Context: an optimization exercise on an open-source flow, tuned for small area, a short achievable clock period and few clock cycles per item. The choices shown serve that exercise and are no tape-out recipe. Function was checked by simulation only, so behaviour that the tests miss may differ from the original.

===== design/flow/design.v =====
package pvpo_pkg;
	localparam int unsigned VOLT_W  = 15;
	localparam int unsigned CNT_W   = 16;
	localparam int unsigned POWER_W = 2 * VOLT_W;
	localparam logic [VOLT_W-1:0]  SEED_NUM     = VOLT_W'(218);
	localparam logic [POWER_W-1:0] MIN_POWER_UP = POWER_W'(120000);
	localparam logic [VOLT_W-1:0] RST_LOW_LIMIT   = '0;
	localparam logic [CNT_W-1:0]  RST_INTERVAL    = CNT_W'(25);
	localparam logic [VOLT_W-1:0] RST_STEP        = VOLT_W'(10);
	localparam logic [VOLT_W-1:0] RST_CURRENT_MIN = '0;
	localparam logic [CNT_W-1:0]  RST_FILTER      = CNT_W'(250);
endpackage
import pvpo_pkg::*;
module pvpo_core (
	input  logic [VOLT_W-1:0]  low_limit,
	input  logic [VOLT_W-1:0]  step,
	input  logic [CNT_W:0]     low_minus_step,   
	input  logic [CNT_W-1:0]   low_plus_step,    
	input  logic [CNT_W-1:0]   filter,
	input  logic [VOLT_W-1:0]  ref_q,
	input  logic [CNT_W-1:0]   stall1_q,         
	input  logic               do_seed,      
	input  logic               do_pause,     
	input  logic               do_eval,      
	input  logic               do_disturb,   
	input  logic               pge,          
	input  logic               up_trend,     
	input  logic               chg_low,      
	input  logic [VOLT_W-1:0]  load,         
	input  logic [CNT_W-1:0]   volt_step,    
	output logic               ref_we,
	output logic [VOLT_W-1:0]  ref_d,
	output logic               stall_we,
	output logic [CNT_W-1:0]   stall1_d,
	output logic               forced
);
	logic              at_low;
	logic              hold_low;
	logic              go_up;
	logic [CNT_W-1:0]  up_sum;
	logic [VOLT_W-1:0] dn_diff;
	logic              up_below;    
	logic              up_over;     
	logic              dn_below;    
	logic              sel_low, sel_max, sel_up, sel_dn, sel_load;
	logic              stall;
	logic              trip_inc;
	logic              trip_zero;
	assign at_low   = (ref_q <= low_limit);
	assign hold_low = at_low && !pge;
	assign go_up    = at_low ? pge : up_trend;
	assign up_sum   = CNT_W'(ref_q) + CNT_W'(step);
	assign dn_diff  = ref_q - step;
	assign up_below = ($signed({2'b00, ref_q}) < $signed(low_minus_step));
	assign up_over  = (ref_q > ~step);
	assign dn_below = ({1'b0, ref_q} < low_plus_step);
	assign sel_low  = do_eval && (hold_low || (go_up ? up_below : dn_below));
	assign sel_max  = do_eval && !hold_low && go_up && !up_below && up_over;
	assign sel_up   = do_eval && !hold_low && go_up && !up_below && !up_over;
	assign sel_dn   = do_eval && !hold_low && !go_up && !dn_below;
	assign sel_load = !do_eval;
	assign ref_d = ({VOLT_W{sel_low}}  & low_limit)
	             | ({VOLT_W{sel_max}})
	             | ({VOLT_W{sel_up}}   & up_sum[VOLT_W-1:0])
	             | ({VOLT_W{sel_dn}}   & dn_diff)
	             | ({VOLT_W{sel_load}} & load);
	assign stall     = (CNT_W'(ref_q) > volt_step) && chg_low;
	assign trip_inc  = (stall1_q >= filter);
	assign trip_zero = (filter == '0);
	assign forced    = do_disturb && (stall ? trip_inc : trip_zero);
	assign stall_we  = do_disturb;
	assign stall1_d  = (forced || !stall) ? CNT_W'(1) : (stall1_q + CNT_W'(1));
	assign ref_we = do_seed || do_pause || do_eval || forced;
endmodule
module pvpo_mul_tree (
	input  logic [14:0] a,
	input  logic [14:0] b,
	output logic [29:0] row_a,
	output logic [29:0] row_b
);
	logic [14:0] pp [15];
	logic t1, t2, t3, t4, t5, t6, t7, t8, t9, t10, t11, t12, t13, t14, t15, t16, t17, t18, t19, t20, t21, t22, t23, t24, t25, t26, t27, t28, t29, t30, t31, t32, t33, t34, t35, t36, t37, t38, t39, t40, t41, t42, t43, t44, t45, t46, t47, t48, t49, t50, t51, t52, t53, t54, t55, t56, t57, t58, t59, t60, t61, t62, t63, t64, t65, t66, t67, t68, t69, t70, t71, t72, t73, t74, t75, t76, t77, t78, t79, t80, t81, t82, t83, t84, t85, t86, t87, t88, t89, t90, t91, t92, t93, t94, t95, t96, t97, t98, t99, t100, t101, t102, t103, t104, t105, t106, t107, t108, t109, t110, t111, t112, t113, t114, t115, t116, t117, t118, t119, t120, t121, t122, t123, t124, t125, t126, t127, t128, t129, t130, t131, t132, t133, t134, t135, t136, t137, t138, t139, t140, t141, t142, t143, t144, t145, t146, t147, t148, t149, t150, t151, t152, t153, t154, t155, t156, t157, t158, t159, t160, t161, t162, t163, t164, t165, t166, t167, t168, t169, t170, t171, t172, t173, t174, t175, t176, t177, t178, t179, t180, t181, t182, t183, t184, t185, t186, t187, t188, t189, t190, t191, t192, t193, t194, t195, t196, t197, t198, t199, t200, t201, t202, t203, t204, t205, t206, t207, t208, t209, t210, t211, t212, t213, t214, t215, t216, t217, t218, t219, t220, t221, t222, t223, t224, t225, t226, t227, t228, t229, t230, t231, t232, t233, t234, t235, t236, t237, t238, t239, t240, t241, t242, t243, t244, t245, t246, t247, t248, t249, t250, t251, t252, t253, t254, t255, t256, t257, t258, t259, t260, t261, t262, t263, t264, t265, t266, t267, t268, t269, t270, t271, t272, t273, t274, t275, t276, t277, t278, t279, t280, t281, t282, t283, t284, t285, t286, t287, t288, t289, t290, t291, t292, t293, t294, t295, t296, t297, t298, t299, t300, t301, t302, t303, t304, t305, t306, t307, t308, t309, t310, t311, t312, t313, t314, t315, t316, t317, t318, t319, t320, t321, t322, t323, t324, t325, t326, t327, t328, t329, t330, t331, t332, t333, t334, t335, t336, t337, t338, t339, t340, t341, t342, t343, t344, t345, t346, t347, t348, t349, t350, t351, t352, t353, t354, t355, t356, t357, t358, t359, t360, t361, t362, t363, t364;
	always_comb for (int i = 0; i < 15; i++) pp[i] = b & {15{a[i]}};
	assign t1 = pp[0][13] ^ pp[1][12];
	assign t2 = pp[0][13] & pp[1][12];
	assign t3 = pp[0][14] ^ pp[1][13] ^ pp[2][12];
	assign t4 = (pp[0][14] & pp[1][13]) | (pp[0][14] & pp[2][12]) | (pp[1][13] & pp[2][12]);
	assign t5 = pp[3][11] ^ pp[4][10];
	assign t6 = pp[3][11] & pp[4][10];
	assign t7 = pp[1][14] ^ pp[2][13] ^ pp[3][12];
	assign t8 = (pp[1][14] & pp[2][13]) | (pp[1][14] & pp[3][12]) | (pp[2][13] & pp[3][12]);
	assign t9 = pp[4][11] ^ pp[5][10];
	assign t10 = pp[4][11] & pp[5][10];
	assign t11 = pp[2][14] ^ pp[3][13] ^ pp[4][12];
	assign t12 = (pp[2][14] & pp[3][13]) | (pp[2][14] & pp[4][12]) | (pp[3][13] & pp[4][12]);
	assign t13 = pp[0][9] ^ pp[1][8];
	assign t14 = pp[0][9] & pp[1][8];
	assign t15 = pp[0][10] ^ pp[1][9] ^ pp[2][8];
	assign t16 = (pp[0][10] & pp[1][9]) | (pp[0][10] & pp[2][8]) | (pp[1][9] & pp[2][8]);
	assign t17 = pp[3][7] ^ pp[4][6];
	assign t18 = pp[3][7] & pp[4][6];
	assign t19 = pp[0][11] ^ pp[1][10] ^ pp[2][9];
	assign t20 = (pp[0][11] & pp[1][10]) | (pp[0][11] & pp[2][9]) | (pp[1][10] & pp[2][9]);
	assign t21 = pp[3][8] ^ pp[4][7] ^ pp[5][6];
	assign t22 = (pp[3][8] & pp[4][7]) | (pp[3][8] & pp[5][6]) | (pp[4][7] & pp[5][6]);
	assign t23 = pp[6][5] ^ pp[7][4];
	assign t24 = pp[6][5] & pp[7][4];
	assign t25 = pp[0][12] ^ pp[1][11] ^ pp[2][10];
	assign t26 = (pp[0][12] & pp[1][11]) | (pp[0][12] & pp[2][10]) | (pp[1][11] & pp[2][10]);
	assign t27 = pp[3][9] ^ pp[4][8] ^ pp[5][7];
	assign t28 = (pp[3][9] & pp[4][8]) | (pp[3][9] & pp[5][7]) | (pp[4][8] & pp[5][7]);
	assign t29 = pp[6][6] ^ pp[7][5] ^ pp[8][4];
	assign t30 = (pp[6][6] & pp[7][5]) | (pp[6][6] & pp[8][4]) | (pp[7][5] & pp[8][4]);
	assign t31 = pp[9][3] ^ pp[10][2];
	assign t32 = pp[9][3] & pp[10][2];
	assign t33 = pp[2][11] ^ pp[3][10] ^ pp[4][9];
	assign t34 = (pp[2][11] & pp[3][10]) | (pp[2][11] & pp[4][9]) | (pp[3][10] & pp[4][9]);
	assign t35 = pp[5][8] ^ pp[6][7] ^ pp[7][6];
	assign t36 = (pp[5][8] & pp[6][7]) | (pp[5][8] & pp[7][6]) | (pp[6][7] & pp[7][6]);
	assign t37 = pp[8][5] ^ pp[9][4] ^ pp[10][3];
	assign t38 = (pp[8][5] & pp[9][4]) | (pp[8][5] & pp[10][3]) | (pp[9][4] & pp[10][3]);
	assign t39 = pp[11][2] ^ pp[12][1] ^ pp[13][0];
	assign t40 = (pp[11][2] & pp[12][1]) | (pp[11][2] & pp[13][0]) | (pp[12][1] & pp[13][0]);
	assign t41 = pp[5][9] ^ pp[6][8] ^ pp[7][7];
	assign t42 = (pp[5][9] & pp[6][8]) | (pp[5][9] & pp[7][7]) | (pp[6][8] & pp[7][7]);
	assign t43 = pp[8][6] ^ pp[9][5] ^ pp[10][4];
	assign t44 = (pp[8][6] & pp[9][5]) | (pp[8][6] & pp[10][4]) | (pp[9][5] & pp[10][4]);
	assign t45 = pp[11][3] ^ pp[12][2] ^ pp[13][1];
	assign t46 = (pp[11][3] & pp[12][2]) | (pp[11][3] & pp[13][1]) | (pp[12][2] & pp[13][1]);
	assign t47 = pp[14][0] ^ t2 ^ t3;
	assign t48 = (pp[14][0] & t2) | (pp[14][0] & t3) | (t2 & t3);
	assign t49 = pp[6][9] ^ pp[7][8] ^ pp[8][7];
	assign t50 = (pp[6][9] & pp[7][8]) | (pp[6][9] & pp[8][7]) | (pp[7][8] & pp[8][7]);
	assign t51 = pp[9][6] ^ pp[10][5] ^ pp[11][4];
	assign t52 = (pp[9][6] & pp[10][5]) | (pp[9][6] & pp[11][4]) | (pp[10][5] & pp[11][4]);
	assign t53 = pp[12][3] ^ pp[13][2] ^ pp[14][1];
	assign t54 = (pp[12][3] & pp[13][2]) | (pp[12][3] & pp[14][1]) | (pp[13][2] & pp[14][1]);
	assign t55 = t4 ^ t6 ^ t7;
	assign t56 = (t4 & t6) | (t4 & t7) | (t6 & t7);
	assign t57 = pp[5][11] ^ pp[6][10] ^ pp[7][9];
	assign t58 = (pp[5][11] & pp[6][10]) | (pp[5][11] & pp[7][9]) | (pp[6][10] & pp[7][9]);
	assign t59 = pp[8][8] ^ pp[9][7] ^ pp[10][6];
	assign t60 = (pp[8][8] & pp[9][7]) | (pp[8][8] & pp[10][6]) | (pp[9][7] & pp[10][6]);
	assign t61 = pp[11][5] ^ pp[12][4] ^ pp[13][3];
	assign t62 = (pp[11][5] & pp[12][4]) | (pp[11][5] & pp[13][3]) | (pp[12][4] & pp[13][3]);
	assign t63 = pp[14][2] ^ t8 ^ t10;
	assign t64 = (pp[14][2] & t8) | (pp[14][2] & t10) | (t8 & t10);
	assign t65 = pp[3][14] ^ pp[4][13] ^ pp[5][12];
	assign t66 = (pp[3][14] & pp[4][13]) | (pp[3][14] & pp[5][12]) | (pp[4][13] & pp[5][12]);
	assign t67 = pp[6][11] ^ pp[7][10] ^ pp[8][9];
	assign t68 = (pp[6][11] & pp[7][10]) | (pp[6][11] & pp[8][9]) | (pp[7][10] & pp[8][9]);
	assign t69 = pp[9][8] ^ pp[10][7] ^ pp[11][6];
	assign t70 = (pp[9][8] & pp[10][7]) | (pp[9][8] & pp[11][6]) | (pp[10][7] & pp[11][6]);
	assign t71 = pp[12][5] ^ pp[13][4] ^ pp[14][3];
	assign t72 = (pp[12][5] & pp[13][4]) | (pp[12][5] & pp[14][3]) | (pp[13][4] & pp[14][3]);
	assign t73 = pp[4][14] ^ pp[5][13] ^ pp[6][12];
	assign t74 = (pp[4][14] & pp[5][13]) | (pp[4][14] & pp[6][12]) | (pp[5][13] & pp[6][12]);
	assign t75 = pp[7][11] ^ pp[8][10] ^ pp[9][9];
	assign t76 = (pp[7][11] & pp[8][10]) | (pp[7][11] & pp[9][9]) | (pp[8][10] & pp[9][9]);
	assign t77 = pp[10][8] ^ pp[11][7] ^ pp[12][6];
	assign t78 = (pp[10][8] & pp[11][7]) | (pp[10][8] & pp[12][6]) | (pp[11][7] & pp[12][6]);
	assign t79 = pp[5][14] ^ pp[6][13] ^ pp[7][12];
	assign t80 = (pp[5][14] & pp[6][13]) | (pp[5][14] & pp[7][12]) | (pp[6][13] & pp[7][12]);
	assign t81 = pp[8][11] ^ pp[9][10] ^ pp[10][9];
	assign t82 = (pp[8][11] & pp[9][10]) | (pp[8][11] & pp[10][9]) | (pp[9][10] & pp[10][9]);
	assign t83 = pp[6][14] ^ pp[7][13] ^ pp[8][12];
	assign t84 = (pp[6][14] & pp[7][13]) | (pp[6][14] & pp[8][12]) | (pp[7][13] & pp[8][12]);
	assign t85 = pp[0][6] ^ pp[1][5];
	assign t86 = pp[0][6] & pp[1][5];
	assign t87 = pp[0][7] ^ pp[1][6] ^ pp[2][5];
	assign t88 = (pp[0][7] & pp[1][6]) | (pp[0][7] & pp[2][5]) | (pp[1][6] & pp[2][5]);
	assign t89 = pp[3][4] ^ pp[4][3];
	assign t90 = pp[3][4] & pp[4][3];
	assign t91 = pp[0][8] ^ pp[1][7] ^ pp[2][6];
	assign t92 = (pp[0][8] & pp[1][7]) | (pp[0][8] & pp[2][6]) | (pp[1][7] & pp[2][6]);
	assign t93 = pp[3][5] ^ pp[4][4] ^ pp[5][3];
	assign t94 = (pp[3][5] & pp[4][4]) | (pp[3][5] & pp[5][3]) | (pp[4][4] & pp[5][3]);
	assign t95 = pp[6][2] ^ pp[7][1];
	assign t96 = pp[6][2] & pp[7][1];
	assign t97 = pp[2][7] ^ pp[3][6] ^ pp[4][5];
	assign t98 = (pp[2][7] & pp[3][6]) | (pp[2][7] & pp[4][5]) | (pp[3][6] & pp[4][5]);
	assign t99 = pp[5][4] ^ pp[6][3] ^ pp[7][2];
	assign t100 = (pp[5][4] & pp[6][3]) | (pp[5][4] & pp[7][2]) | (pp[6][3] & pp[7][2]);
	assign t101 = pp[8][1] ^ pp[9][0] ^ t13;
	assign t102 = (pp[8][1] & pp[9][0]) | (pp[8][1] & t13) | (pp[9][0] & t13);
	assign t103 = pp[5][5] ^ pp[6][4] ^ pp[7][3];
	assign t104 = (pp[5][5] & pp[6][4]) | (pp[5][5] & pp[7][3]) | (pp[6][4] & pp[7][3]);
	assign t105 = pp[8][2] ^ pp[9][1] ^ pp[10][0];
	assign t106 = (pp[8][2] & pp[9][1]) | (pp[8][2] & pp[10][0]) | (pp[9][1] & pp[10][0]);
	assign t107 = t14 ^ t15 ^ t17;
	assign t108 = (t14 & t15) | (t14 & t17) | (t15 & t17);
	assign t109 = pp[8][3] ^ pp[9][2] ^ pp[10][1];
	assign t110 = (pp[8][3] & pp[9][2]) | (pp[8][3] & pp[10][1]) | (pp[9][2] & pp[10][1]);
	assign t111 = pp[11][0] ^ t16 ^ t18;
	assign t112 = (pp[11][0] & t16) | (pp[11][0] & t18) | (t16 & t18);
	assign t113 = t19 ^ t21 ^ t23;
	assign t114 = (t19 & t21) | (t19 & t23) | (t21 & t23);
	assign t115 = pp[11][1] ^ pp[12][0] ^ t20;
	assign t116 = (pp[11][1] & pp[12][0]) | (pp[11][1] & t20) | (pp[12][0] & t20);
	assign t117 = t22 ^ t24 ^ t25;
	assign t118 = (t22 & t24) | (t22 & t25) | (t24 & t25);
	assign t119 = t27 ^ t29 ^ t31;
	assign t120 = (t27 & t29) | (t27 & t31) | (t29 & t31);
	assign t121 = t1 ^ t26 ^ t28;
	assign t122 = (t1 & t26) | (t1 & t28) | (t26 & t28);
	assign t123 = t30 ^ t32 ^ t33;
	assign t124 = (t30 & t32) | (t30 & t33) | (t32 & t33);
	assign t125 = t35 ^ t37 ^ t39;
	assign t126 = (t35 & t37) | (t35 & t39) | (t37 & t39);
	assign t127 = t5 ^ t34 ^ t36;
	assign t128 = (t5 & t34) | (t5 & t36) | (t34 & t36);
	assign t129 = t38 ^ t40 ^ t41;
	assign t130 = (t38 & t40) | (t38 & t41) | (t40 & t41);
	assign t131 = t43 ^ t45 ^ t47;
	assign t132 = (t43 & t45) | (t43 & t47) | (t45 & t47);
	assign t133 = t9 ^ t42 ^ t44;
	assign t134 = (t9 & t42) | (t9 & t44) | (t42 & t44);
	assign t135 = t46 ^ t48 ^ t49;
	assign t136 = (t46 & t48) | (t46 & t49) | (t48 & t49);
	assign t137 = t51 ^ t53 ^ t55;
	assign t138 = (t51 & t53) | (t51 & t55) | (t53 & t55);
	assign t139 = t11 ^ t50 ^ t52;
	assign t140 = (t11 & t50) | (t11 & t52) | (t50 & t52);
	assign t141 = t54 ^ t56 ^ t57;
	assign t142 = (t54 & t56) | (t54 & t57) | (t56 & t57);
	assign t143 = t59 ^ t61 ^ t63;
	assign t144 = (t59 & t61) | (t59 & t63) | (t61 & t63);
	assign t145 = t12 ^ t58 ^ t60;
	assign t146 = (t12 & t58) | (t12 & t60) | (t58 & t60);
	assign t147 = t62 ^ t64 ^ t65;
	assign t148 = (t62 & t64) | (t62 & t65) | (t64 & t65);
	assign t149 = t67 ^ t69 ^ t71;
	assign t150 = (t67 & t69) | (t67 & t71) | (t69 & t71);
	assign t151 = pp[13][5] ^ pp[14][4] ^ t66;
	assign t152 = (pp[13][5] & pp[14][4]) | (pp[13][5] & t66) | (pp[14][4] & t66);
	assign t153 = t68 ^ t70 ^ t72;
	assign t154 = (t68 & t70) | (t68 & t72) | (t70 & t72);
	assign t155 = t73 ^ t75 ^ t77;
	assign t156 = (t73 & t75) | (t73 & t77) | (t75 & t77);
	assign t157 = pp[11][8] ^ pp[12][7] ^ pp[13][6];
	assign t158 = (pp[11][8] & pp[12][7]) | (pp[11][8] & pp[13][6]) | (pp[12][7] & pp[13][6]);
	assign t159 = pp[14][5] ^ t74 ^ t76;
	assign t160 = (pp[14][5] & t74) | (pp[14][5] & t76) | (t74 & t76);
	assign t161 = t78 ^ t79 ^ t81;
	assign t162 = (t78 & t79) | (t78 & t81) | (t79 & t81);
	assign t163 = pp[9][11] ^ pp[10][10] ^ pp[11][9];
	assign t164 = (pp[9][11] & pp[10][10]) | (pp[9][11] & pp[11][9]) | (pp[10][10] & pp[11][9]);
	assign t165 = pp[12][8] ^ pp[13][7] ^ pp[14][6];
	assign t166 = (pp[12][8] & pp[13][7]) | (pp[12][8] & pp[14][6]) | (pp[13][7] & pp[14][6]);
	assign t167 = t80 ^ t82 ^ t83;
	assign t168 = (t80 & t82) | (t80 & t83) | (t82 & t83);
	assign t169 = pp[7][14] ^ pp[8][13] ^ pp[9][12];
	assign t170 = (pp[7][14] & pp[8][13]) | (pp[7][14] & pp[9][12]) | (pp[8][13] & pp[9][12]);
	assign t171 = pp[10][11] ^ pp[11][10] ^ pp[12][9];
	assign t172 = (pp[10][11] & pp[11][10]) | (pp[10][11] & pp[12][9]) | (pp[11][10] & pp[12][9]);
	assign t173 = pp[13][8] ^ pp[14][7] ^ t84;
	assign t174 = (pp[13][8] & pp[14][7]) | (pp[13][8] & t84) | (pp[14][7] & t84);
	assign t175 = pp[8][14] ^ pp[9][13] ^ pp[10][12];
	assign t176 = (pp[8][14] & pp[9][13]) | (pp[8][14] & pp[10][12]) | (pp[9][13] & pp[10][12]);
	assign t177 = pp[11][11] ^ pp[12][10] ^ pp[13][9];
	assign t178 = (pp[11][11] & pp[12][10]) | (pp[11][11] & pp[13][9]) | (pp[12][10] & pp[13][9]);
	assign t179 = pp[9][14] ^ pp[10][13] ^ pp[11][12];
	assign t180 = (pp[9][14] & pp[10][13]) | (pp[9][14] & pp[11][12]) | (pp[10][13] & pp[11][12]);
	assign t181 = pp[0][4] ^ pp[1][3];
	assign t182 = pp[0][4] & pp[1][3];
	assign t183 = pp[0][5] ^ pp[1][4] ^ pp[2][3];
	assign t184 = (pp[0][5] & pp[1][4]) | (pp[0][5] & pp[2][3]) | (pp[1][4] & pp[2][3]);
	assign t185 = pp[3][2] ^ pp[4][1];
	assign t186 = pp[3][2] & pp[4][1];
	assign t187 = pp[2][4] ^ pp[3][3] ^ pp[4][2];
	assign t188 = (pp[2][4] & pp[3][3]) | (pp[2][4] & pp[4][2]) | (pp[3][3] & pp[4][2]);
	assign t189 = pp[5][1] ^ pp[6][0] ^ t85;
	assign t190 = (pp[5][1] & pp[6][0]) | (pp[5][1] & t85) | (pp[6][0] & t85);
	assign t191 = pp[5][2] ^ pp[6][1] ^ pp[7][0];
	assign t192 = (pp[5][2] & pp[6][1]) | (pp[5][2] & pp[7][0]) | (pp[6][1] & pp[7][0]);
	assign t193 = t86 ^ t87 ^ t89;
	assign t194 = (t86 & t87) | (t86 & t89) | (t87 & t89);
	assign t195 = pp[8][0] ^ t88 ^ t90;
	assign t196 = (pp[8][0] & t88) | (pp[8][0] & t90) | (t88 & t90);
	assign t197 = t91 ^ t93 ^ t95;
	assign t198 = (t91 & t93) | (t91 & t95) | (t93 & t95);
	assign t199 = t92 ^ t94 ^ t96;
	assign t200 = (t92 & t94) | (t92 & t96) | (t94 & t96);
	assign t201 = t97 ^ t99 ^ t101;
	assign t202 = (t97 & t99) | (t97 & t101) | (t99 & t101);
	assign t203 = t98 ^ t100 ^ t102;
	assign t204 = (t98 & t100) | (t98 & t102) | (t100 & t102);
	assign t205 = t103 ^ t105 ^ t107;
	assign t206 = (t103 & t105) | (t103 & t107) | (t105 & t107);
	assign t207 = t104 ^ t106 ^ t108;
	assign t208 = (t104 & t106) | (t104 & t108) | (t106 & t108);
	assign t209 = t109 ^ t111 ^ t113;
	assign t210 = (t109 & t111) | (t109 & t113) | (t111 & t113);
	assign t211 = t110 ^ t112 ^ t114;
	assign t212 = (t110 & t112) | (t110 & t114) | (t112 & t114);
	assign t213 = t115 ^ t117 ^ t119;
	assign t214 = (t115 & t117) | (t115 & t119) | (t117 & t119);
	assign t215 = t116 ^ t118 ^ t120;
	assign t216 = (t116 & t118) | (t116 & t120) | (t118 & t120);
	assign t217 = t121 ^ t123 ^ t125;
	assign t218 = (t121 & t123) | (t121 & t125) | (t123 & t125);
	assign t219 = t122 ^ t124 ^ t126;
	assign t220 = (t122 & t124) | (t122 & t126) | (t124 & t126);
	assign t221 = t127 ^ t129 ^ t131;
	assign t222 = (t127 & t129) | (t127 & t131) | (t129 & t131);
	assign t223 = t128 ^ t130 ^ t132;
	assign t224 = (t128 & t130) | (t128 & t132) | (t130 & t132);
	assign t225 = t133 ^ t135 ^ t137;
	assign t226 = (t133 & t135) | (t133 & t137) | (t135 & t137);
	assign t227 = t134 ^ t136 ^ t138;
	assign t228 = (t134 & t136) | (t134 & t138) | (t136 & t138);
	assign t229 = t139 ^ t141 ^ t143;
	assign t230 = (t139 & t141) | (t139 & t143) | (t141 & t143);
	assign t231 = t140 ^ t142 ^ t144;
	assign t232 = (t140 & t142) | (t140 & t144) | (t142 & t144);
	assign t233 = t145 ^ t147 ^ t149;
	assign t234 = (t145 & t147) | (t145 & t149) | (t147 & t149);
	assign t235 = t146 ^ t148 ^ t150;
	assign t236 = (t146 & t148) | (t146 & t150) | (t148 & t150);
	assign t237 = t151 ^ t153 ^ t155;
	assign t238 = (t151 & t153) | (t151 & t155) | (t153 & t155);
	assign t239 = t152 ^ t154 ^ t156;
	assign t240 = (t152 & t154) | (t152 & t156) | (t154 & t156);
	assign t241 = t157 ^ t159 ^ t161;
	assign t242 = (t157 & t159) | (t157 & t161) | (t159 & t161);
	assign t243 = t158 ^ t160 ^ t162;
	assign t244 = (t158 & t160) | (t158 & t162) | (t160 & t162);
	assign t245 = t163 ^ t165 ^ t167;
	assign t246 = (t163 & t165) | (t163 & t167) | (t165 & t167);
	assign t247 = t164 ^ t166 ^ t168;
	assign t248 = (t164 & t166) | (t164 & t168) | (t166 & t168);
	assign t249 = t169 ^ t171 ^ t173;
	assign t250 = (t169 & t171) | (t169 & t173) | (t171 & t173);
	assign t251 = pp[14][8] ^ t170 ^ t172;
	assign t252 = (pp[14][8] & t170) | (pp[14][8] & t172) | (t170 & t172);
	assign t253 = t174 ^ t175 ^ t177;
	assign t254 = (t174 & t175) | (t174 & t177) | (t175 & t177);
	assign t255 = pp[12][11] ^ pp[13][10] ^ pp[14][9];
	assign t256 = (pp[12][11] & pp[13][10]) | (pp[12][11] & pp[14][9]) | (pp[13][10] & pp[14][9]);
	assign t257 = t176 ^ t178 ^ t179;
	assign t258 = (t176 & t178) | (t176 & t179) | (t178 & t179);
	assign t259 = pp[10][14] ^ pp[11][13] ^ pp[12][12];
	assign t260 = (pp[10][14] & pp[11][13]) | (pp[10][14] & pp[12][12]) | (pp[11][13] & pp[12][12]);
	assign t261 = pp[13][11] ^ pp[14][10] ^ t180;
	assign t262 = (pp[13][11] & pp[14][10]) | (pp[13][11] & t180) | (pp[14][10] & t180);
	assign t263 = pp[11][14] ^ pp[12][13] ^ pp[13][12];
	assign t264 = (pp[11][14] & pp[12][13]) | (pp[11][14] & pp[13][12]) | (pp[12][13] & pp[13][12]);
	assign t265 = pp[0][3] ^ pp[1][2];
	assign t266 = pp[0][3] & pp[1][2];
	assign t267 = pp[2][2] ^ pp[3][1] ^ pp[4][0];
	assign t268 = (pp[2][2] & pp[3][1]) | (pp[2][2] & pp[4][0]) | (pp[3][1] & pp[4][0]);
	assign t269 = pp[5][0] ^ t182 ^ t183;
	assign t270 = (pp[5][0] & t182) | (pp[5][0] & t183) | (t182 & t183);
	assign t271 = t184 ^ t186 ^ t187;
	assign t272 = (t184 & t186) | (t184 & t187) | (t186 & t187);
	assign t273 = t188 ^ t190 ^ t191;
	assign t274 = (t188 & t190) | (t188 & t191) | (t190 & t191);
	assign t275 = t192 ^ t194 ^ t195;
	assign t276 = (t192 & t194) | (t192 & t195) | (t194 & t195);
	assign t277 = t196 ^ t198 ^ t199;
	assign t278 = (t196 & t198) | (t196 & t199) | (t198 & t199);
	assign t279 = t200 ^ t202 ^ t203;
	assign t280 = (t200 & t202) | (t200 & t203) | (t202 & t203);
	assign t281 = t204 ^ t206 ^ t207;
	assign t282 = (t204 & t206) | (t204 & t207) | (t206 & t207);
	assign t283 = t208 ^ t210 ^ t211;
	assign t284 = (t208 & t210) | (t208 & t211) | (t210 & t211);
	assign t285 = t212 ^ t214 ^ t215;
	assign t286 = (t212 & t214) | (t212 & t215) | (t214 & t215);
	assign t287 = t216 ^ t218 ^ t219;
	assign t288 = (t216 & t218) | (t216 & t219) | (t218 & t219);
	assign t289 = t220 ^ t222 ^ t223;
	assign t290 = (t220 & t222) | (t220 & t223) | (t222 & t223);
	assign t291 = t224 ^ t226 ^ t227;
	assign t292 = (t224 & t226) | (t224 & t227) | (t226 & t227);
	assign t293 = t228 ^ t230 ^ t231;
	assign t294 = (t228 & t230) | (t228 & t231) | (t230 & t231);
	assign t295 = t232 ^ t234 ^ t235;
	assign t296 = (t232 & t234) | (t232 & t235) | (t234 & t235);
	assign t297 = t236 ^ t238 ^ t239;
	assign t298 = (t236 & t238) | (t236 & t239) | (t238 & t239);
	assign t299 = t240 ^ t242 ^ t243;
	assign t300 = (t240 & t242) | (t240 & t243) | (t242 & t243);
	assign t301 = t244 ^ t246 ^ t247;
	assign t302 = (t244 & t246) | (t244 & t247) | (t246 & t247);
	assign t303 = t248 ^ t250 ^ t251;
	assign t304 = (t248 & t250) | (t248 & t251) | (t250 & t251);
	assign t305 = t252 ^ t254 ^ t255;
	assign t306 = (t252 & t254) | (t252 & t255) | (t254 & t255);
	assign t307 = t256 ^ t258 ^ t259;
	assign t308 = (t256 & t258) | (t256 & t259) | (t258 & t259);
	assign t309 = pp[14][11] ^ t260 ^ t262;
	assign t310 = (pp[14][11] & t260) | (pp[14][11] & t262) | (t260 & t262);
	assign t311 = pp[12][14] ^ pp[13][13] ^ pp[14][12];
	assign t312 = (pp[12][14] & pp[13][13]) | (pp[12][14] & pp[14][12]) | (pp[13][13] & pp[14][12]);
	assign t313 = pp[0][2] ^ pp[1][1];
	assign t314 = pp[0][2] & pp[1][1];
	assign t315 = pp[2][1] ^ pp[3][0] ^ t265;
	assign t316 = (pp[2][1] & pp[3][0]) | (pp[2][1] & t265) | (pp[3][0] & t265);
	assign t317 = t181 ^ t266 ^ t267;
	assign t318 = (t181 & t266) | (t181 & t267) | (t266 & t267);
	assign t319 = t185 ^ t268 ^ t269;
	assign t320 = (t185 & t268) | (t185 & t269) | (t268 & t269);
	assign t321 = t189 ^ t270 ^ t271;
	assign t322 = (t189 & t270) | (t189 & t271) | (t270 & t271);
	assign t323 = t193 ^ t272 ^ t273;
	assign t324 = (t193 & t272) | (t193 & t273) | (t272 & t273);
	assign t325 = t197 ^ t274 ^ t275;
	assign t326 = (t197 & t274) | (t197 & t275) | (t274 & t275);
	assign t327 = t201 ^ t276 ^ t277;
	assign t328 = (t201 & t276) | (t201 & t277) | (t276 & t277);
	assign t329 = t205 ^ t278 ^ t279;
	assign t330 = (t205 & t278) | (t205 & t279) | (t278 & t279);
	assign t331 = t209 ^ t280 ^ t281;
	assign t332 = (t209 & t280) | (t209 & t281) | (t280 & t281);
	assign t333 = t213 ^ t282 ^ t283;
	assign t334 = (t213 & t282) | (t213 & t283) | (t282 & t283);
	assign t335 = t217 ^ t284 ^ t285;
	assign t336 = (t217 & t284) | (t217 & t285) | (t284 & t285);
	assign t337 = t221 ^ t286 ^ t287;
	assign t338 = (t221 & t286) | (t221 & t287) | (t286 & t287);
	assign t339 = t225 ^ t288 ^ t289;
	assign t340 = (t225 & t288) | (t225 & t289) | (t288 & t289);
	assign t341 = t229 ^ t290 ^ t291;
	assign t342 = (t229 & t290) | (t229 & t291) | (t290 & t291);
	assign t343 = t233 ^ t292 ^ t293;
	assign t344 = (t233 & t292) | (t233 & t293) | (t292 & t293);
	assign t345 = t237 ^ t294 ^ t295;
	assign t346 = (t237 & t294) | (t237 & t295) | (t294 & t295);
	assign t347 = t241 ^ t296 ^ t297;
	assign t348 = (t241 & t296) | (t241 & t297) | (t296 & t297);
	assign t349 = t245 ^ t298 ^ t299;
	assign t350 = (t245 & t298) | (t245 & t299) | (t298 & t299);
	assign t351 = t249 ^ t300 ^ t301;
	assign t352 = (t249 & t300) | (t249 & t301) | (t300 & t301);
	assign t353 = t253 ^ t302 ^ t303;
	assign t354 = (t253 & t302) | (t253 & t303) | (t302 & t303);
	assign t355 = t257 ^ t304 ^ t305;
	assign t356 = (t257 & t304) | (t257 & t305) | (t304 & t305);
	assign t357 = t261 ^ t306 ^ t307;
	assign t358 = (t261 & t306) | (t261 & t307) | (t306 & t307);
	assign t359 = t263 ^ t308 ^ t309;
	assign t360 = (t263 & t308) | (t263 & t309) | (t308 & t309);
	assign t361 = t264 ^ t310 ^ t311;
	assign t362 = (t264 & t310) | (t264 & t311) | (t310 & t311);
	assign t363 = pp[13][14] ^ pp[14][13] ^ t312;
	assign t364 = (pp[13][14] & pp[14][13]) | (pp[13][14] & t312) | (pp[14][13] & t312);
	assign row_a = {1'b0, pp[14][14], t362, t360, t358, t356, t354, t352, t350, t348, t346, t344, t342, t340, t338, t336, t334, t332, t330, t328, t326, t324, t322, t320, t318, t316, t314, pp[2][0], pp[0][1], pp[0][0]};
	assign row_b = {1'b0, t364, t363, t361, t359, t357, t355, t353, t351, t349, t347, t345, t343, t341, t339, t337, t335, t333, t331, t329, t327, t325, t323, t321, t319, t317, t315, t313, pp[1][0], 1'b0};
endmodule
import pvpo_pkg::*;
module pv_perturb_observe_mppt (
	input  logic        clk,
	input  logic        arst_n,
	input  logic        sample_valid,
	output logic        sample_ready,
	input  logic [1:0]  sample_action,
	input  logic [14:0] sample_pv_voltage,
	input  logic [14:0] sample_pv_current,
	input  logic [14:0] sample_charge_current,
	input  logic        sample_pause,
	output logic        result_valid,
	input  logic        result_ready,
	output logic [14:0] result_voltage_ref,
	output logic        result_evaluated,
	output logic        result_forced_pulldown,
	input  logic        cfg_valid,
	output logic        cfg_ready,
	input  logic [2:0]  cfg_index,
	input  logic [15:0] cfg_data
);
	logic [VOLT_W-1:0] low_limit;
	logic [CNT_W-1:0]  interval;
	logic [CNT_W-1:0]  interval_n;
	logic [VOLT_W-1:0] step;
	logic [VOLT_W-1:0] cur_min;
	logic [VOLT_W-1:0] cur_min_n;
	logic [CNT_W-1:0]  filter;
	logic [CNT_W-1:0]  filter_n;
	assign interval = ~interval_n;
	assign cur_min  = ~cur_min_n;
	assign filter   = ~filter_n;
	assign cfg_ready = 1'b1;
	logic [CNT_W:0]    low_minus_step;
	logic [CNT_W-1:0]  low_plus_step;
	logic [CNT_W:0]    low_minus_step_n;    
	logic [CNT_W-1:0]  low_plus_step_n;
	assign low_minus_step = ~low_minus_step_n;
	assign low_plus_step  = ~low_plus_step_n;
	always_ff @(posedge clk) begin
		low_minus_step_n <= ~({2'b00, low_limit} - {2'b00, step});
		low_plus_step_n  <= ~({1'b0, low_limit} + {1'b0, step});
	end
	always_ff @(posedge clk or negedge arst_n) begin
		if (!arst_n) begin
			low_limit <= RST_LOW_LIMIT;
			interval_n <= ~RST_INTERVAL;
			step      <= RST_STEP;
			cur_min_n  <= ~RST_CURRENT_MIN;
			filter_n   <= ~RST_FILTER;
		end else if (cfg_valid) begin
			case (cfg_index)
				3'd0: low_limit <= cfg_data[VOLT_W-1:0];
				3'd1: interval_n <= ~cfg_data[CNT_W-1:0];
				3'd2: step      <= cfg_data[VOLT_W-1:0];
				3'd3: cur_min_n  <= ~cfg_data[VOLT_W-1:0];
				3'd4: filter_n   <= ~cfg_data[CNT_W-1:0];
				default: begin
				end
			endcase
		end
	end
	logic              hv_q;     
	logic              en_q;     
	logic              hold_q;   
	logic              adv;      
	assign sample_ready = en_q;
	assign adv          = !hold_q;
	logic              s1_valid;
	logic [1:0]        s1_act;
	logic              s1_pause;
	logic              s1_chg;
	logic [VOLT_W-1:0] s1_v;
	logic [VOLT_W-1:0] s1_b;
	always_ff @(posedge clk or negedge arst_n) begin
		if (!arst_n)
			s1_valid <= 1'b0;
		else if (adv)
			s1_valid <= sample_valid;
	end
	always_ff @(posedge clk) begin
		if (adv) begin
			s1_act   <= sample_action;
			s1_pause <= sample_pause;
			s1_chg   <= (sample_charge_current < cur_min);
			s1_v     <= sample_pv_voltage;
			s1_b     <= sample_action[0] ? sample_pv_current : SEED_NUM;
		end
	end
	logic [POWER_W-1:0] row_a;
	logic [POWER_W-1:0] row_b;
	logic [CNT_W-1:0]   tick1_q;    
	logic               s1_tick;
	logic               s1_eval;
	pvpo_mul_tree u_mul (
		.a     (s1_v),
		.b     (s1_b),
		.row_a (row_a),
		.row_b (row_b)
	);
	assign s1_tick  = (s1_act == 2'd1);
	assign s1_eval  = s1_tick && !s1_pause && (tick1_q >= interval);
	always_ff @(posedge clk or negedge arst_n) begin
		if (!arst_n)
			tick1_q <= CNT_W'(1);
		else if (adv && s1_valid && s1_tick)
			tick1_q <= (s1_pause || s1_eval) ? CNT_W'(1) : (tick1_q + CNT_W'(1));
	end
	logic                s2_valid;
	logic                s2_init;
	logic                s2_tick;
	logic                s2_pause;
	logic                s2_eval;
	logic                s2_dist;
	logic                s2_chg;
	logic [VOLT_W-1:0]   s2_v;
	logic [POWER_W-1:0]  s2_ra;
	logic [POWER_W-1:0]  s2_rb;
	always_ff @(posedge clk or negedge arst_n) begin
		if (!arst_n)
			s2_valid <= 1'b0;
		else if (adv)
			s2_valid <= s1_valid;
	end
	always_ff @(posedge clk) begin
		if (adv) begin
			s2_init  <= (s1_act == 2'd0);
			s2_tick  <= s1_tick;
			s2_pause <= s1_tick && s1_pause;
			s2_eval  <= s1_eval;
			s2_dist  <= (s1_act == 2'd2);
			s2_chg   <= s1_chg;
			s2_v     <= s1_v;
			s2_ra    <= row_a;
			s2_rb    <= row_b;
		end
	end
	logic [POWER_W-1:0] prev_p_n_q;    
	logic               prev_p_zero_q;
	logic               go2;
	logic [POWER_W-1:0] power;
	logic [POWER_W-1:0] fall_s, fall_c;
	logic [POWER_W:0]   fall_sum;
	logic               pfell;
	assign go2   = adv && s2_valid;
	assign power = s2_ra + s2_rb;
	assign fall_s   = s2_ra ^ s2_rb ^ prev_p_n_q;
	assign fall_c   = (s2_ra & s2_rb) | (s2_ra & prev_p_n_q) | (s2_rb & prev_p_n_q);
	assign fall_sum = {1'b0, fall_s} + {fall_c, 1'b1};
	assign pfell    = !prev_p_zero_q && !fall_sum[POWER_W];
	always_ff @(posedge clk or negedge arst_n) begin
		if (!arst_n)
			prev_p_zero_q <= 1'b1;
		else if (go2) begin
			if (s2_init || s2_pause)
				prev_p_zero_q <= 1'b1;
			else if (s2_eval)
				prev_p_zero_q <= 1'b0;
		end
	end
	always_ff @(posedge clk) begin
		if (go2 && s2_eval)
			prev_p_n_q <= ~power;
	end
	logic                s3_valid;
	logic                s3_init;
	logic                s3_pause;
	logic                s3_eval;
	logic                s3_dist;
	logic                s3_chg;
	logic                s3_pge;
	logic                s3_fell;
	logic                s3_tick;
	logic [VOLT_W-1:0]   s3_x;          
	logic [CNT_W-1:0]    s3_vstep;      
	always_ff @(posedge clk or negedge arst_n) begin
		if (!arst_n)
			s3_valid <= 1'b0;
		else if (adv)
			s3_valid <= s2_valid;
	end
	always_ff @(posedge clk) begin
		if (adv) begin
			s3_init     <= s2_init;
			s3_pause    <= s2_pause;
			s3_eval     <= s2_eval;
			s3_dist     <= s2_dist;
			s3_chg      <= s2_chg;
			s3_pge      <= (power >= MIN_POWER_UP);
			s3_fell     <= pfell;
			s3_tick     <= s2_tick;
			s3_x        <= s2_tick ? s2_v : power[VOLT_W+7:8];
			s3_vstep    <= CNT_W'(s2_v) + CNT_W'(step);
		end
	end
	logic [VOLT_W-1:0]  ref_q;
	logic [CNT_W-1:0]   stall1_q;    
	logic [CNT_W-1:0]   prev_v_q;
	logic               go;
	logic [VOLT_W-1:0]  seed;
	logic               v_gt;
	logic               v_eq;
	logic               up_trend;
	logic               ref_we;
	logic [VOLT_W-1:0]  ref_d;
	logic               stall_we;
	logic [CNT_W-1:0]   stall1_d;
	logic               forced;
	assign go       = adv && s3_valid;
	assign seed     = (s3_x < low_limit) ? low_limit : s3_x;
	assign v_gt     = (CNT_W'(s3_x) > prev_v_q);
	assign v_eq     = (CNT_W'(s3_x) == prev_v_q);
	assign up_trend = s3_fell ? !(v_gt || v_eq) : v_gt;
	pvpo_core u_core (
		.low_limit      (low_limit),
		.step           (step),
		.low_minus_step (low_minus_step),
		.low_plus_step  (low_plus_step),
		.filter         (filter),
		.ref_q          (ref_q),
		.stall1_q       (stall1_q),
		.do_seed        (s3_init),
		.do_pause       (s3_pause),
		.do_eval        (s3_eval),
		.do_disturb     (s3_dist),
		.pge            (s3_pge),
		.up_trend       (up_trend),
		.chg_low        (s3_chg),
		.load           (s3_tick ? s3_x : seed),
		.volt_step      (s3_vstep),
		.ref_we         (ref_we),
		.ref_d          (ref_d),
		.stall_we       (stall_we),
		.stall1_d       (stall1_d),
		.forced         (forced)
	);
	always_ff @(posedge clk or negedge arst_n) begin
		if (!arst_n) begin
			ref_q    <= '0;
			stall1_q <= CNT_W'(1);
			prev_v_q <= '0;
		end else if (go) begin
			if (ref_we)
				ref_q <= ref_d;
			if (stall_we)
				stall1_q <= stall1_d;
			if (s3_init)
				prev_v_q <= CNT_W'(seed);
			else if (s3_pause)
				prev_v_q <= s3_vstep;
			else if (s3_eval)
				prev_v_q <= CNT_W'(s3_x);
		end
	end
	logic [VOLT_W+1:0] res_new;
	logic [VOLT_W+1:0] head_q;
	logic [VOLT_W+1:0] skid_q;
	logic              take;
	assign res_new = {(ref_we ? ref_d : ref_q), s3_eval, forced};
	assign take    = hv_q && result_ready;
	always_ff @(posedge clk or negedge arst_n) begin
		if (!arst_n) begin
			hv_q   <= 1'b0;
			en_q   <= 1'b1;
			hold_q <= 1'b0;
		end else begin
			if (!hv_q)
				hv_q <= go;
			else if (take && adv)
				hv_q <= go;
			en_q   <= adv ? !(hv_q && !take && go) : take;
			hold_q <= adv ? (hv_q && !take && go) : !take;
		end
	end
	always_ff @(posedge clk) begin
		if (!adv) begin
			if (take)
				head_q <= skid_q;
		end else if (go && (!hv_q || take)) begin
			head_q <= res_new;
		end
		if (adv && go && hv_q && !take)
			skid_q <= res_new;
	end
	assign result_valid           = hv_q;
	assign result_voltage_ref     = head_q[VOLT_W+1:2];
	assign result_evaluated       = head_q[1];
	assign result_forced_pulldown = head_q[0];
endmodule

===== design/flow/flow/run.sh =====
#!/bin/bash
# Standard ORFS layout (the standard.sh), with extra make settings read from
# flow/knobs.txt: the timing repair aims for extra setup slack and the port buffers use a
# plain buffer cell. The clock period and all constraints stay the design's.
set -euo pipefail
mapfile -t KNOBS < <(grep -v '^#' flow/knobs.txt | grep .)
bash standard.sh "${KNOBS[@]}" finish > flow_standard.log 2>&1

===== design/flow/flow/knobs.txt =====
SETUP_SLACK_MARGIN=7.5
BUFFER_PORTS_ARGS=-buffer_cell sky130_fd_sc_hd__buf_2

===== design/flow/standard.sh =====
#!/bin/bash
# synth_recipe.tcl (not shown) runs the flow's synth.tcl, then flattens the netlist and writes it again
# the make line also repeats each setting of config.mk as NAME=value (left out here)
make -C /OpenROAD-flow-scripts/flow DESIGN_CONFIG=/design/flow/config.mk WORK_HOME=/design/flow/orfs CLKGATE_MAP_FILE= SYNTH_SCRIPT=/design/flow/synth_recipe.tcl "${@:-finish}"

===== design/flow/config.mk =====
export PLATFORM = sky130hd
export DESIGN_NAME = pv_perturb_observe_mppt
export DESIGN_NICKNAME = pv_perturb_observe_mppt
export VERILOG_FILES = /design/flow/design.v
export SDC_FILE = /design/flow/constraint.sdc
export NUM_CORES = 4
export LEC_CHECK = 0
export CAP_MARGIN = 20
export CORE_MARGIN = 2
export CORE_UTILIZATION = 40
export CTS_BUF_LIST = sky130_fd_sc_hd__clkbuf_16
export CTS_CLUSTER_DIAMETER = 80
export CTS_CLUSTER_SIZE = 25
export SLEW_MARGIN = 20

===== design/flow/constraint.sdc =====
create_clock -name core_clock -period 11.5 [get_ports {clk}]
set_input_delay 2.3000 -clock core_clock [delete_from_list [all_inputs] [get_ports {clk}]]
set_output_delay 2.3000 -clock core_clock [all_outputs]
set_load 0.01 [all_outputs]

==> run summary, run 1 <==
WHS Path Cells 0; commonest non-fill, non-tap cells in the layout inv_1, ha_1, nand2_1, edfxtp_1, and2_1; area growth from synthesis to layout 9.16%; TNS Setup 0 ns; maximum clock frequency approximately 260 MHz; CP endpoint kind flop; crit-path max cell delay 0.53 ns; # rows a little under 100; CTS tree done; slowest CP cell edfxtp_1; simple-gate share of the synthesized area 14.2%; post-route ant nets 0; Seq/Total Area, Yosys 37.2%; core area 71700 sq um; Rel. slew slack 28.9%; Clock Sink Count a little under 400; worst-margin pin slew approximately 1.1 ns; largest net degree at the start of global routing 89; Period minus WS final just under 4 ns; num ports a little over 90; met1 Use GR 29.2%; crit path DAT 4.29 ns; Syn. warnings 3; period utilisation layout about a third; overall routed net length about 80000 um; Longest Clk Path Bufs 3; final hold vios 0; multiplexer share of the synthesized area ~1.5%; H-tree levels 1; Syn Std Cell Area a little under 30000 sq um; syn nets roughly 3400; worst r2r src s3_x[13]; Multi-input gate area roughly 17000 sq um; number of max-cap violations 0; hold path start s1_chg; vias per cell ~5.4; Die Span X roughly 270 um; outcome complete, no violations; post-synthesis cell type count slightly below 80; most common cell after layout, fill and taps aside inv_1; Fillers 6845; Routability Congestion ~1.0; Reg2Reg Depth 12; starting density of the core around two fifths; post-synthesis register bit count roughly 390; setup ws final roughly 7.6 ns; GR Util All Layers between 20% and 30%; drt wl/cell 20.9 um; Die H ~270 um; hpwl dp approximately 61000 um; Reg clk slew, reported paths ~0.1 ns; R2R Setup Slk about 7.6 ns; Cells after Synth 2800; Worst-Skew Late Latency 0.61 ns; Async S/R FF share, synth 37.4%; initial antenna violation count 0; HP Class flop to flop; NumNets Final approximately 3400; Synth Area in Adders 26.1%; clock buffer count from CTS 28; post-synthesis compound-gate area fraction 13.3%; Placement Setup Slack 7.25 ns; CTS Hold Buffers Added 0; PortBufs 90; critical path peak fanout 16; crit path cell chain ha_1 -> nand4b_4 -> or3_4 -> a211o_1 -> a31o_1 -> a21oi_4 -> nor4_4 -> buf_4 -> nor4b_1 -> a2111o_1 -> mux2_4 -> mux2_4; Worst Path Required between 10 and 15 ns; WHS Endpoint s2_chg; met3 Usage GRT between 2 and 2.5%; Setup CP Type flop to flop; total grt overflow 0; grt met2 use a little over a third; largest family of logic cells by synthesized area adder cells; Setup Skew approximately 0.035 ns; Root Driver clkbuf_16; RSZ-0062 raised after global routing false; ratio of cells with drive above 1 in the final layout between 10% and 20%; Post-synth EDFFs approximately 220; DRC Markers 0; die area 74800 sq um; Iter 0 DRT Violations ~1500; via count 20900; first-pass GRT wire length roughly 130000 um; Reg area around 11000 sq um; final setup fails 0; Mean Syn Cell Area just over 10 sq um; DR pass1 iterations 5; crit path launch type flop; gr busiest metal met2; ys flop type edfxtp_1; Synth Area in XOR/XNOR approximately 2.5%; vias in the first global route between 20000 and 25000; Reg-to-Reg End head_q[14]; cell repeated most along the worst path mux2_4; Pins Over Slew Limit 0
==> cell type report <==
cell class              instances  share of cell area (%)
multi-input cells            2021                    53.1
clock buffers                  28                    2.21
well taps                     950                    3.75
repair buffers                127                    2.34
diodes                          1                 0.00790
clock inverters                24                   0.908
flip-flops and latches        393                    34.1
inverters                     294                    3.50
==> routing by layer <==
layer / part of all wire [%] / wire (um) / up-vias
met5: 0 / 0 / -
met4: 3.9 / 3150 / 0
met3: 4.6 / 3720 / 141
met2: 47 / 37500 / 577
met1: 45 / 35700 / 10400
li1: - / - / 9794
==> stage by stage <==
stage | area, sq um | hold WS [ns] | instances | utilization, %
floorplan | 29000 | 0.400 | 2800 | -
global placement | 30400 | 0.419 | 3761 | 42.4
detailed placement | 30400 | 0.416 | 3761 | 42.4
CTS | 31500 | 0.454 | 3823 | 44.0
global route | 31700 | 0.465 | 3837 | 44.2
finish | 31700 | 0.450 | 3838 | 44.2
==> kinds of logic (layout without fill, tap and decap cells) <==
| group | Yosys count | after routing |
|---|---|---|
| AO/OA/AOI/OAI | 604 | 604 |
| XOR/XNOR | 84 | 84 |
| adder cells (fa/ha/maj) | 484 | 484 |
| buffers and inverters | 386 | 473 |
| flip-flops | 393 | 393 |
| multiplexers | 40 | 40 |
| other | 1 | 2 |
| AND/OR/NAND/NOR | 808 | 808 |
==> timing repair <==
item	CTS	global route
resized for setup	7	23
endpoints found under the setup margin	17	32
pin swaps	0	1
endpoints found under the hold margin	0	0
setup buffers	10	14
==> how the worst max path moves through the flow <==
stage	from	endpoint	slack (ns)	cells after the start
2_1_floorplan	sample_charge_current[1]	s1_chg	7.58	11
3_3_place_gp	low_limit[12]	head_q[14]	7.27	14
3_5_place_dp	low_limit[12]	head_q[14]	7.25	14
4_1_cts	low_limit[8]	head_q[14]	7.46	14
5_1_grt	low_limit[8]	head_q[14]	7.49	14
6_report	s3_x[13]	head_q[14]	7.58	12
==> critical path, delay by kind of cell (launching register included) <==
family / cells / cell delay (ns)
muxes: 2 / 0.53
buffers and inverters: 1 / 0.23
DFF: 1 / 0.53
adders and majority gates: 1 / 0.40
AOI/OAI and AO/OA: 4 / 1.19
and+or+nand+nor: 4 / 0.78
==> flip-flops by register name, summed over array words and instances (netlist names), 17 cells and up <==
register / flops
head_q: 17
prev_p_n_q: 30
s2_ra: 29
s2_rb: 28
skid_q: 17
==> cells in the mapped netlist (all sizes together), types with 39 or more instances <==
master	number	area share, %
and2	211	4.6
a21oi	126	2.2
fa	202	14
nand3	39	0.67
clkbuf	84	1.1
dfrtp	103	8.9
inv	294	3.8
nand2	251	3.2
o21ai	202	3.5
ha	282	12
xnor2	52	1.6
a21o	50	1.3
edfxtp	215	22
dfstp	44	4.0
nor2	121	1.6
Testbench counts, summed over its fixed seeds: cycles 12,115, items 12,083.
==> run 2: changes to the inputs <==
==> design/flow/flow/knobs.txt (replaced) <==
SETUP_SLACK_MARGIN=7.5
BUFFER_PORTS_ARGS=-buffer_cell sky130_fd_sc_hd__buf_1
--- a/design/flow/config.mk
+++ b/design/flow/config.mk
@@ -8,7 +8,7 @@
 export CAP_MARGIN = 20
 export CORE_MARGIN = 2
 export CORE_UTILIZATION = 40
-export CTS_BUF_LIST = sky130_fd_sc_hd__clkbuf_16
-export CTS_CLUSTER_DIAMETER = 80
-export CTS_CLUSTER_SIZE = 25
+export CTS_BUF_LIST = sky130_fd_sc_hd__clkbuf_8 sky130_fd_sc_hd__clkbuf_16
+export CTS_CLUSTER_DIAMETER = 100
+export CTS_CLUSTER_SIZE = 30
 export SLEW_MARGIN = 20
==> run summary, run 2 <==
Reg area 10800 sq um; Iter 0 DRT Violations approximately 1500; Pins Over Slew Limit 0; Rel. slew slack a little under a third; Post-synth EDFFs approximately 220; top flop regs prev_p_n_q x30, s2_ra x29, s2_rb x28; hpwl dp about 60000 um; Worst Path Required ~12 ns; biggest area consumer among synthesized cells edfxtp_1; most common cell after layout, fill and taps aside inv_1; slowest CP cell o31ai_1; worst path buffer plus inverter count 1; top cells by area, synth edfxtp_1, fa_1, ha_1; Final Non-Filler Cells ~3800; Reg clk slew, reported paths ~0.11 ns; Seq/Total Area, Yosys between 30 and 40%; final setup fails 0; R2R Setup Slk approximately 7.6 ns; total grt overflow 0; critical path peak fanout 9; Async S/R FF share, synth between 30% and 40%; ys flop type edfxtp_1; post-synthesis cell type count 79; Syn Std Cell Area a little under 30000 sq um; CTS Hold Buffers Added 0; Mean Syn Cell Area around 10 sq um; crit-path max cell delay roughly 0.68 ns; Syn. warnings 3; Setup Skew 0.0330 ns; Setup CP Type flop to flop; vias per cell ~5.4; die area around 75000 sq um; Routability Congestion 0.983; area growth from synthesis to layout 8.61%; count leader, synth inv_1; initial antenna violation count 0; Root Driver clkbuf_16; top cells by count, synth inv_1, ha_1, nand2_1, edfxtp_1, and2_1; worst-margin pin slew around 1.0 ns; crit path launch type flop; commonest non-fill, non-tap cells in the layout inv_1, ha_1, nand2_1, edfxtp_1, and2_1; CTS tree done; syn nets ~3400; clock buffer count from CTS 23; Die H between 200 and 300 um; starting density of the core approximately 40%; DR pass1 iterations 7; number of diodes 0; CP top delay family compound AO/OA/AOI/OAI gates; HP Class flop to flop; post-route ant nets 0; Largest Register prev_p_n_q; Die Span X roughly 270 um; Longest Clk Path Bufs 3; final hold vios 0; number of max-cap violations 0; largest net degree at the start of global routing around 80; period utilisation layout ~34%; CP endpoint kind flop; Final Instance Area 31500 sq um; cell repeated most along the worst path mux2_4; max reg flops 30; via count 20700; vias in the first global route 21400; crit path DAT about 4.3 ns; Period minus WS final approximately 3.9 ns; top cell type's share of synthesized area about 22%; Fillers between 6000 and 7000; Finished Core Util 44.0%; maximum clock frequency about 250 MHz; DRC Markers 0; RSZ-0062 raised after global routing true; Multi-input gate area 16800 sq um; Worst-Skew Late Latency 0.60 ns; Cells after Synth 2800; post-synthesis register bit count between 300 and 400; Post-Place Cells between 3000 and 4000; Placement Setup Slack 7.16 ns; setup ws final 7.56 ns; Clock Sink Count between 300 and 400; TNS Setup 0 ns; # rows around 100; first-pass GRT wire length between 100000 and 150000 um; drt wl/cell roughly 20 um; PortBufs 90; outcome complete, no violations; dpl cell area ~30000 sq um; ratio of cells with drive above 1 in the final layout 7.41%; GR Util All Layers 20.9%; core area 71700 sq um; overall routed net length about 78000 um; num ports 92; NumNets Final ~3400; crit path cell chain ha_1 -> inv_1 -> a21oi_1 -> o31ai_1 -> a221o_1 -> xnor2_1 -> o211a_1 -> a2111o_1 -> mux2_4 -> mux2_4; H-tree levels 1
==> run 2: cell counts after synthesis <==
No cell type changed its count.
==> run 2: path summary, 6_finish.rpt <==
| path | startpoint | endpoint | cells after the start |
|---|---|---|---|
| worst max-delay path | ref_q[8] | head_q[14] | 10 |
| worst min-delay path | s2_chg | s3_chg | 0 |
| worst max register to register | ref_q[8] | head_q[14] | 10 |
| worst min register to register | s2_chg | s3_chg | 0 |
| max in group asynchronous | arst_n | ref_q[10] | 3 |
| min in group asynchronous | arst_n | ref_q[0] | 2 |
==> run 2: metal layers <==
metal | global-route usage [%] | wire length, um | vias to the layer above
li1 | - | - | 9799
met1 | 27.7 | 34300 | 10300
met2 | 35.8 | 37400 | 522
met3 | 1.99 | 3210 | 128
met4 | 7.58 | 3080 | 0
met5 | 0 | 0 | -
==> run 2: cells by family after synthesis <==
| kind of cell | synth area share (%) |
|---|---|
| DFF | 37.2 |
| xor gates and xnor gates | 2.53 |
| buffers and inverters | 5.04 |
| and+or+nand+nor | 14.2 |
| AOI/OAI and AO/OA | 13.4 |
| other | 0.0129 |
| adders and majority gates | 26.1 |
| muxes | 1.51 |
==> run 2: per-stage QoR <==
stage,hold WS [ns]
after CTS,0.447
after floorplan,0.400
after global placement,0.419
after global routing,0.455
after detailed placement,0.416
final,0.446
==> run 2: cell type report <==
cell class	count	share of cell area [%]
clock buffer	24	1.87
clock inverter	18	0.817
inverter	294	3.53
multi-input combinational	2021	53.4
sequential	393	34.3
tap	950	3.77
timing repair buffer	139	2.33
==> run 2: timing repair <==
item                       in CTS  in global routing
resized for setup               4                 22
buffers inserted               10                 25
setup endpoints to repair      10                 47
pin swaps                       0                  3
==> run 3: changes to the inputs <==
==> design/flow/flow/knobs.txt (replaced) <==
SETUP_SLACK_MARGIN=7.5
BUFFER_PORTS_ARGS=-buffer_cell sky130_fd_sc_hd__buf_2
==> run summary, run 3 <==
Die H about 270 um; final setup fails 0; top cell type's share of synthesized area 22.2%; Mean Syn Cell Area slightly above 10 sq um; Cells after Synth 2800; commonest non-fill, non-tap cells in the layout inv_1, ha_1, nand2_1, edfxtp_1, and2_1; outcome complete, no violations; top cells by area, synth edfxtp_1, fa_1, ha_1; Post-synth EDFFs around 220; count leader, synth inv_1; slowest CP cell dfrtp_2; Reg area roughly 11000 sq um; vias per cell roughly 5.5; num ports just over 90; via count 20900; top cells by count, synth inv_1, ha_1, nand2_1, edfxtp_1, and2_1; first-pass GRT wire length roughly 130000 um; Syn Std Cell Area around 29000 sq um; max reg flops 30; Worst Path Required around 12 ns; NumNets Final 3414; worst-margin pin slew 1.06 ns; overall routed net length roughly 80000 um; Largest Register prev_p_n_q; most common cell after layout, fill and taps aside inv_1; Pins Over Slew Limit 0; TNS Setup 0 ns; crit path cell chain inv_2 -> ha_1 -> a21o_1 -> a21o_1 -> a221oi_1 -> o221ai_2 -> buf_6 -> nor2_1 -> buf_6 -> mux2i_4 -> nor2_1 -> a2111o_1 -> mux2_4 -> mux2_4; die area about 75000 sq um; maximum clock frequency around 260 MHz; Rel. slew slack about 29%; RSZ-0062 raised after global routing false; post-route ant nets 0; Setup CP Type flop to flop; Seq/Total Area, Yosys between 30% and 40%; critical path peak fanout 32; Clock Sink Count roughly 390; Syn. warnings 3; gr busiest metal met2; DR pass1 iterations 5; core area roughly 70000 sq um; clock buffer count from CTS 20; crit path DAT approximately 4.2 ns; Longest Clk Path Bufs 3; area growth from synthesis to layout 8.18%; Iter 0 DRT Violations between 1500 and 2000; Multi-input gate area approximately 17000 sq um; starting density of the core between 40 and 50%; CTS tree done; biggest area consumer among synthesized cells edfxtp_1; final hold vios 0; H-tree levels 1; crit-path max cell delay 0.45 ns; number of max-cap violations 0; met3 Usage GRT under 10%; post-synthesis register bit count a little under 400; Async S/R FF share, synth 37.4%; Routability Congestion a little over 1; Worst-Skew Late Latency 0.58 ns; HP Class flop to flop; period utilisation layout between 30 and 40%; vias in the first global route about 22000; grt met2 use a little over a third; post-synthesis cell type count 79; syn nets between 3000 and 4000; ratio of cells with drive above 1 in the final layout 9.96%; Setup Skew around 0.027 ns; Root Driver clkbuf_16; ys flop type edfxtp_1; Fillers slightly below 7000; GR Util All Layers 21.6%; CP endpoint kind flop; met1 Use GR around 30%; Reg clk slew, reported paths 0.11 ns; hpwl dp between 60000 and 70000 um; largest net degree at the start of global routing 89; crit path launch type flop; initial antenna violation count 0; Finished Core Util 43.8%; Period minus WS final slightly below 4 ns; DRC Markers 0; top flop regs prev_p_n_q x30, s2_ra x29, s2_rb x28; # rows ~100; Die Span X 273 um; drt wl/cell 20.9 um; PortBufs 90; Min Hold Slack roughly 0.45 ns; total grt overflow 0
[run 3: what timing repair did]
| item | in CTS | in global routing |
|---|---|---|
| setup endpoints to repair | 18 | 33 |
| resized for setup | 8 | 27 |
| pin swaps | 0 | 1 |
| buffers inserted | 10 | 15 |
| gates cloned | 0 | 0 |
| hold buffers | 0 | 0 |
[run 3: layer usage]
metal	wire, um	share of wire, %
met3	3850	4.8
met5	0	0
met4	2970	3.7
met2	37600	47
met1	35400	44
[run 3: final timing paths]
| path | startpoint | endpoint | slack [ns] | depth (start not counted) |
|---|---|---|---|---|
| worst min-delay path | s2_eval | s3_eval | 0.45 | 0 |
| max in group asynchronous | arst_n | step[4] | 8.20 | 2 |
| min in group asynchronous | arst_n | ref_q[6] | 1.81 | 1 |
| worst max register to register | low_limit[8] | head_q[14] | 7.61 | 14 |
| worst min register to register | s2_eval | s3_eval | 0.45 | 0 |
| worst max-delay path | low_limit[8] | head_q[14] | 7.61 | 14 |
[run 3: kinds of logic after synthesis]
logic type / count (synthesis) / synth area share [%]
AOI/OAI and AO/OA: 604 / 13.4
xor gates and xnor gates: 84 / 2.53
adders and majority gates: 484 / 26.1
buffers and inverters: 386 / 5.04
DFF: 393 / 37.2
muxes: 40 / 1.51
other: 1 / 0.0129
and+or+nand+nor: 808 / 14.2
[run 3: layout make-up]
type / count / area share, %
inverter: 294 / 3.53
timing repair buffer: 128 / 2.39
tap: 950 / 3.78
antenna: 3 / 0.0239
clock inverter: 15 / 0.506
sequential: 393 / 34.5
clock buffer: 21 / 1.67
multi-input combinational: 2021 / 53.6
[run 3: critical path, delay by kind of cell (launching register included)]
family | cells | cell delay, ns
buf+inv | 3 | 0.49
fa+ha+maj | 1 | 0.33
simple gates | 2 | 0.26
mux | 3 | 0.84
flops | 1 | 0.45
compound gates | 5 | 1.23
[run 3: through the flow]
step | worst slack, ns | cell area [sq um] | instances
floorplan | 7.58 | 29000 | 2800
global placement | 7.27 | 30400 | 3761
detailed placement | 7.25 | 30400 | 3761
CTS | 7.48 | 31200 | 3807
global route | 7.49 | 31400 | 3822
finish | 7.61 | 31400 | 3825

## separate check: timing with driven ports
No port has a modelled driver above. Below, the same layouts with a new extraction and two added sets of constraints.
Step 1 (the two cells are an assumption about what drives the block):
set clk [get_ports {clk}]
set_driving_cell -lib_cell sky130_fd_sc_hd__clkbuf_16 $clk
set_driving_cell -lib_cell sky130_fd_sc_hd__buf_2 [delete_from_list [all_inputs] $clk]
Step 2 also shifts input and output timing later by t, the mid clock arrival at the registers, as if the neighbouring blocks saw the same clock.
Three values: no drivers, after step 1, after step 2; two values: the first two.
run	t (ns)	setup slack, ns	hold WS [ns]	worst register clock-pin slew, ns	worst slew at a driven data input, ns
run 1	0.656	7.580 / 7.580 / 7.294	0.450 / 0.450 / 0.450	0.10 / 0.10	0.04
run 2	0.644	7.560 / 7.560 / 7.330	0.446 / 0.446 / 0.446	0.11 / 0.11	0.05
run 3	0.625	7.608 / 7.608 / 7.298	0.453 / 0.453 / 0.453	0.12 / 0.12	0.04
After both steps every run listed still meets setup and hold. The setup slack of run 3, which loses most, moves by 0.000 ns with the drivers and by -0.310 ns with both steps.
